This design comes from an exercise in tuning for small area and a short achievable clock period on the open sky130 flow, not from production work.
At most, simulation tests tie the RTL to the original design; equivalence was not proved.

==> raven: inputs <==
// mac_top
module mac_top #(
   parameter int A_WIDTH = 18,    
   parameter int B_WIDTH = 18,    
   parameter int P_WIDTH = 48     
) (
   input  logic                      clk,
   input  logic                      rst_n,
   input  logic signed [A_WIDTH-1:0] data_a,
   input  logic signed [B_WIDTH-1:0] data_b,
   input  mac_pkg::mac_op_e          op,
   input  logic                      activate_mac,   
   output logic signed [P_WIDTH-1:0] data_p,
   output logic                      p_valid
);
export LEC_CHECK = 0
export CAP_MARGIN = 20
export CORE_MARGIN = 2
export CORE_UTILIZATION = 40
export CTS_BUF_LIST = sky130_fd_sc_hd__clkbuf_8
export CTS_CLUSTER_SIZE = 30
export SLEW_MARGIN = 20
create_clock -name core_clock -period 10.0 [get_ports {clk}]
standard.sh (not shown) runs the stock make flow with config.mk's settings and CLKGATE_MAP_FILE= SYNTH_SCRIPT=/design/flow/synth_recipe.tcl, a recipe that flattens the netlist after the stock synthesis.
==> flow/flow/run.sh <==
#!/bin/bash
# The standard layout with these changes:
#  - Yosys's coarse 'synth' calls run with -noabc, so that extract_fa sees the
#    full and half adders as the RTL writes them (the later ABC mapping pass is
#    unchanged);
#  - the port buffers are buf_1 cells (buffer_ports -buffer_cell);
#  - timing repair aims at a setup margin of 6.5 ns.
# The SDC (clock period, I/O delays, loads) is the standard flow's, unchanged. Each make
# step's log stays under orfs/logs; make's own output goes to flow_make.log.
set -euo pipefail
grep -q '^proc synth {args} { yosys synth -nofsm -noshare {\*}$args }' synth_recipe.tcl
sed 's/yosys synth -nofsm -noshare /yosys synth -nofsm -noshare -noabc /' synth_recipe.tcl > synth_noabc.tcl
bash standard.sh SYNTH_SCRIPT=$PWD/synth_noabc.tcl SETUP_SLACK_MARGIN=6.5 \
  "BUFFER_PORTS_ARGS=-buffer_cell sky130_fd_sc_hd__buf_1" finish > flow_make.log 2>&1
==> zinc (differences from raven) <==
==> flow/flow/run.sh (replaced) <==
#!/bin/bash
# The standard layout with three changes:
#  - Yosys's coarse 'synth' calls run with -noabc, so that extract_fa sees the
#    full and half adders as the RTL writes them (the later ABC mapping pass is
#    unchanged);
#  - the port buffers are buf_2 cells (buffer_ports -buffer_cell);
#  - timing repair aims at a setup margin of 6.8 ns.
# The SDC (clock period, I/O delays, loads) is the standard flow's, unchanged. Each make
# step's log stays under orfs/logs; make's own output goes to flow_make.log.
set -euo pipefail
grep -q '^proc synth {args} { yosys synth -nofsm -noshare {\*}$args }' synth_recipe.tcl
sed 's/yosys synth -nofsm -noshare /yosys synth -nofsm -noshare -noabc /' synth_recipe.tcl > synth_noabc.tcl
bash standard.sh SYNTH_SCRIPT=$PWD/synth_noabc.tcl SETUP_SLACK_MARGIN=6.8 \
  "BUFFER_PORTS_ARGS=-buffer_cell sky130_fd_sc_hd__buf_2" finish > flow_make.log 2>&1
==> flow/config.mk (replaced) <==
export PLATFORM = sky130hd
export DESIGN_NAME = mac_top
export DESIGN_NICKNAME = mac_top
export VERILOG_FILES = /design/flow/design.v
export SDC_FILE = /design/flow/constraint.sdc
export NUM_CORES = 4
export LEC_CHECK = 0
export CAP_MARGIN = 20
export CORE_MARGIN = 2
export CORE_UTILIZATION = 40
export SLEW_MARGIN = 20
==> tundra (differences from raven) <==
==> flow/flow/run.sh (replaced) <==
#!/bin/bash
# The standard layout with three changes:
#  - Yosys's coarse 'synth' calls run with -noabc, so that extract_fa sees the
#    full and half adders as the RTL writes them (the later ABC mapping pass is
#    unchanged);
#  - the port buffers are buf_2 cells (buffer_ports -buffer_cell);
#  - timing repair aims at a setup margin of 6.5 ns.
# The SDC (clock period, I/O delays, loads) is the standard flow's, unchanged. Each make
# step's log stays under orfs/logs; make's own output goes to flow_make.log.
set -euo pipefail
grep -q '^proc synth {args} { yosys synth -nofsm -noshare {\*}$args }' synth_recipe.tcl
sed 's/yosys synth -nofsm -noshare /yosys synth -nofsm -noshare -noabc /' synth_recipe.tcl > synth_noabc.tcl
bash standard.sh SYNTH_SCRIPT=$PWD/synth_noabc.tcl SETUP_SLACK_MARGIN=6.5 \
  "BUFFER_PORTS_ARGS=-buffer_cell sky130_fd_sc_hd__buf_2" finish > flow_make.log 2>&1
--- a/flow/config.mk
+++ b/flow/config.mk
@@ -6,8 +6,7 @@
 export NUM_CORES = 4
 export LEC_CHECK = 0
 export CAP_MARGIN = 20
 export CORE_MARGIN = 2
 export CORE_UTILIZATION = 40
 export CTS_BUF_LIST = sky130_fd_sc_hd__clkbuf_8
-export CTS_CLUSTER_SIZE = 30
 export SLEW_MARGIN = 20
==> willow (differences from raven) <==
--- a/flow/design.v
+++ b/flow/design.v
@@ -39,35 +39,36 @@
          act_q    <= activate_mac;
          clr1_q   <= req & ((op == mac_pkg::MAC_LOAD) | (op == mac_pkg::MAC_CLEAR));
          valid1_q <= req;
          valid2_q <= valid1_q;
       end
    end
+   always_ff @(posedge clk) begin
+      clr2_q <= clr1_q;
+   end
    logic zero1_q, zero2_q;
    always_ff @(posedge clk or negedge rst_n) begin
       if (!rst_n) begin
          zero1_q <= 1'b1;
          zero2_q <= 1'b1;
       end else begin
          zero1_q <= 1'b0;
          zero2_q <= zero1_q;
       end
    end
-   always_ff @(posedge clk) begin
-      clr2_q <= clr1_q | zero2_q;
-   end
-   assign clr   = clr2_q;
+   assign clr   = clr2_q | zero2_q;
    assign valid = valid2_q;
 endmodule
 `timescale 1ns/1ps
 module mac_mult_stage #(
    parameter int A_WIDTH = 18,
    parameter int B_WIDTH = 18,
    parameter int P_WIDTH = 48
 ) (
    input  logic                      clk,
+   input  logic                      rst_n,
    input  logic signed [A_WIDTH-1:0] data_a,
    input  logic signed [B_WIDTH-1:0] data_b,
    input  logic                      kill,      
    input  logic                      sub,       
    output logic        [P_WIDTH-1:0] row0,
    output logic        [P_WIDTH-1:0] row1
@@ -84,16 +85,22 @@
                        (~bx[2*i+2] & bx[2*i+1] & bx[2*i])) & ~kill;
       assign neg[i] = (bx[2*i+2] ^ sub) & ~kill;
    end
    always_ff @(posedge clk) begin
       a_q <= data_a;
    end
-   always_ff @(posedge clk) begin
-      one_q <= one;
-      two_q <= two;
-      neg_q <= neg;
+   always_ff @(posedge clk or negedge rst_n) begin
+      if (!rst_n) begin
+         one_q <= '0;
+         two_q <= '0;
+         neg_q <= '0;
+      end else begin
+         one_q <= one;
+         two_q <= two;
+         neg_q <= neg;
+      end
    end
    assign ax = {a_q[A_WIDTH-1], a_q};
    logic pp0_0, pp0_1, pp0_2, pp0_3, pp0_4, pp0_5, pp0_6, pp0_7, pp0_8, pp0_9, pp0_10, pp0_11;
    logic pp0_12, pp0_13, pp0_14, pp0_15, pp0_16, pp0_17, pp0_18, pp1_0, pp1_1, pp1_2, pp1_3, pp1_4;
    logic pp1_5, pp1_6, pp1_7, pp1_8, pp1_9, pp1_10, pp1_11, pp1_12, pp1_13, pp1_14, pp1_15, pp1_16;
    logic pp1_17, pp1_18, pp2_0, pp2_1, pp2_2, pp2_3, pp2_4, pp2_5, pp2_6, pp2_7, pp2_8, pp2_9;
@@ -1048,12 +1055,13 @@
    mac_mult_stage #(
       .A_WIDTH (A_WIDTH),
       .B_WIDTH (B_WIDTH),
       .P_WIDTH (P_WIDTH)
    ) u_mult (
       .clk   (clk),
+      .rst_n (rst_n),
       .data_a (data_a),
       .data_b (data_b),
       .kill  (kill),
       .sub   (sub),
       .row0  (row0),
       .row1  (row1)
==> flow/flow/run.sh (replaced) <==
#!/bin/bash
# The standard layout with three changes:
#  - Yosys's coarse 'synth' calls run with -noabc, so that extract_fa sees the
#    full and half adders as the RTL writes them (the later ABC mapping pass is
#    unchanged);
#  - the port buffers are buf_2 cells (buffer_ports -buffer_cell);
#  - timing repair aims at a setup margin of 6.5 ns.
# The SDC (clock period, I/O delays, loads) is the standard flow's, unchanged. Each make
# step's log stays under orfs/logs; make's own output goes to flow_make.log.
set -euo pipefail
grep -q '^proc synth {args} { yosys synth -nofsm -noshare {\*}$args }' synth_recipe.tcl
sed 's/yosys synth -nofsm -noshare /yosys synth -nofsm -noshare -noabc /' synth_recipe.tcl > synth_noabc.tcl
bash standard.sh SYNTH_SCRIPT=$PWD/synth_noabc.tcl SETUP_SLACK_MARGIN=6.5 \
  "BUFFER_PORTS_ARGS=-buffer_cell sky130_fd_sc_hd__buf_2" finish > flow_make.log 2>&1
==> flow/config.mk (replaced) <==
export PLATFORM = sky130hd
export DESIGN_NAME = mac_top
export DESIGN_NICKNAME = mac_top
export VERILOG_FILES = /design/flow/design.v
export SDC_FILE = /design/flow/constraint.sdc
export NUM_CORES = 4
export LEC_CHECK = 0
export CAP_MARGIN = 20
export CORE_MARGIN = 2
export CORE_UTILIZATION = 40
export SLEW_MARGIN = 20
==> metrics.cfg <==
[setup_path]
r2r-end=u_mult.r1_q[21]

[routing]
routed_via_density=5.37

[power]
ir_drop_uv=127
power_uw=4560

[min_path]
hold_path_end=u_ctrl.valid2_q

[synth]
avgSynthCellArea_um2=10.6
synth.distinct_cells=57
synth_fa_ha_area_share_pct=31.6

[cells_and_area]
area_share_clock_buf_inv_pct=2.48
syn2layout_area_growth_pct=10.9

[sta]
tightest_slew_ns=0.923

[outcome]
status=timing/DRC/antenna clean

[global_routing]
met3_usage_pct=3.93

[cts]
cts_resized=58

Source of the figures above: raven

==> metrics.cfg <==
[min_path]
hold_path_end=u_acc.valid_q

[cells_and_area]
syn2layout_area_growth_pct=24.6
area_share_clock_buf_inv_pct=3.79

[synth]
synth_fa_ha_area_share_pct=31.5
synth.distinct_cells=58
avgSynthCellArea_um2=10.8

[outcome]
status=timing/DRC/antenna clean

[routing]
routed_via_density=5.43

[power]
power_uw=5620

[sta]
tightest_slew_ns=0.943

Source of the figures above: willow

==> metrics.cfg <==
[outcome]
status=timing/DRC/antenna clean

[cts]
cts_resized=148

[cells_and_area]
area_share_clock_buf_inv_pct=3.58
regArea_mm2=0.00357
syn2layout_area_growth_pct=29.0

[synth]
synth_fa_ha_area_share_pct=31.6
synth.distinct_cells=57
avgSynthCellArea_um2=10.6

[power]
power_uw=5380

[global_routing]
grt_max_degree=28
met3_usage_pct=5.64

[sta]
tightest_slew_ns=0.930

[setup_path]
r2r-end=u_acc.p_q[33]

[routing]
routed_via_density=5.44

Source of the figures above: zinc

==> metrics.cfg <==
[synth]
avgSynthCellArea_um2=10.6
synth.distinct_cells=57

[global_routing]
met3_usage_pct=4.92

[cts]
cts_resized=64

[sta]
tightest_slew_ns=0.958

[power]
power_uw=4630

[min_path]
hold_path_end=u_ctrl.valid2_q

[setup_path]
r2r-end=u_mult.r1_q[20]

[cells_and_area]
area_share_clock_buf_inv_pct=2.72
syn2layout_area_growth_pct=13.2

[outcome]
status=timing/DRC/antenna clean

Source of the figures above: tundra

For willow, only the layout was checked, not whether the RTL still works.

afterwards: timing with drivers on the ports:
Ports are ideal in the flow. The routed layouts listed here were re-timed in OpenROAD. Step 1 (the two cells are an assumption about what drives the block):
set clk [get_ports {clk}]
set_driving_cell -lib_cell sky130_fd_sc_hd__clkbuf_16 $clk
set_driving_cell -lib_cell sky130_fd_sc_hd__buf_2 [delete_from_list [all_inputs] $clk]
Step 2 moves the port delays by t, midway between the first and last clock arrival at a register: inputs arrive t later, outputs are due t later. That takes back most of the time a late clock gives input paths. Three values: no drivers, after step 1, after step 2; two values: the first two.
run	t (ns)	slack for setup (ns)	latest minus earliest clock arrival (ns)	slew at the worst register clock pin (ns)	worst data-port slew with drivers (ns)
raven	0.516	6.591 / 6.591 / 6.591	0.020 / 0.021	0.11 / 0.11	0.04
zinc	0.480	6.716 / 6.716 / 6.641	0.018 / 0.018	0.07 / 0.07	0.03
tundra	0.527	6.589 / 6.589 / 6.589	0.019 / 0.020	0.10 / 0.10	0.04
willow	0.487	6.356 / 6.356 / 6.356	0.014 / 0.014	0.07 / 0.07	0.04
After both steps setup and hold are still met in every run listed. The setup slack of zinc, which loses most, moves by 0.000 ns with the drivers and by -0.075 ns with both steps.
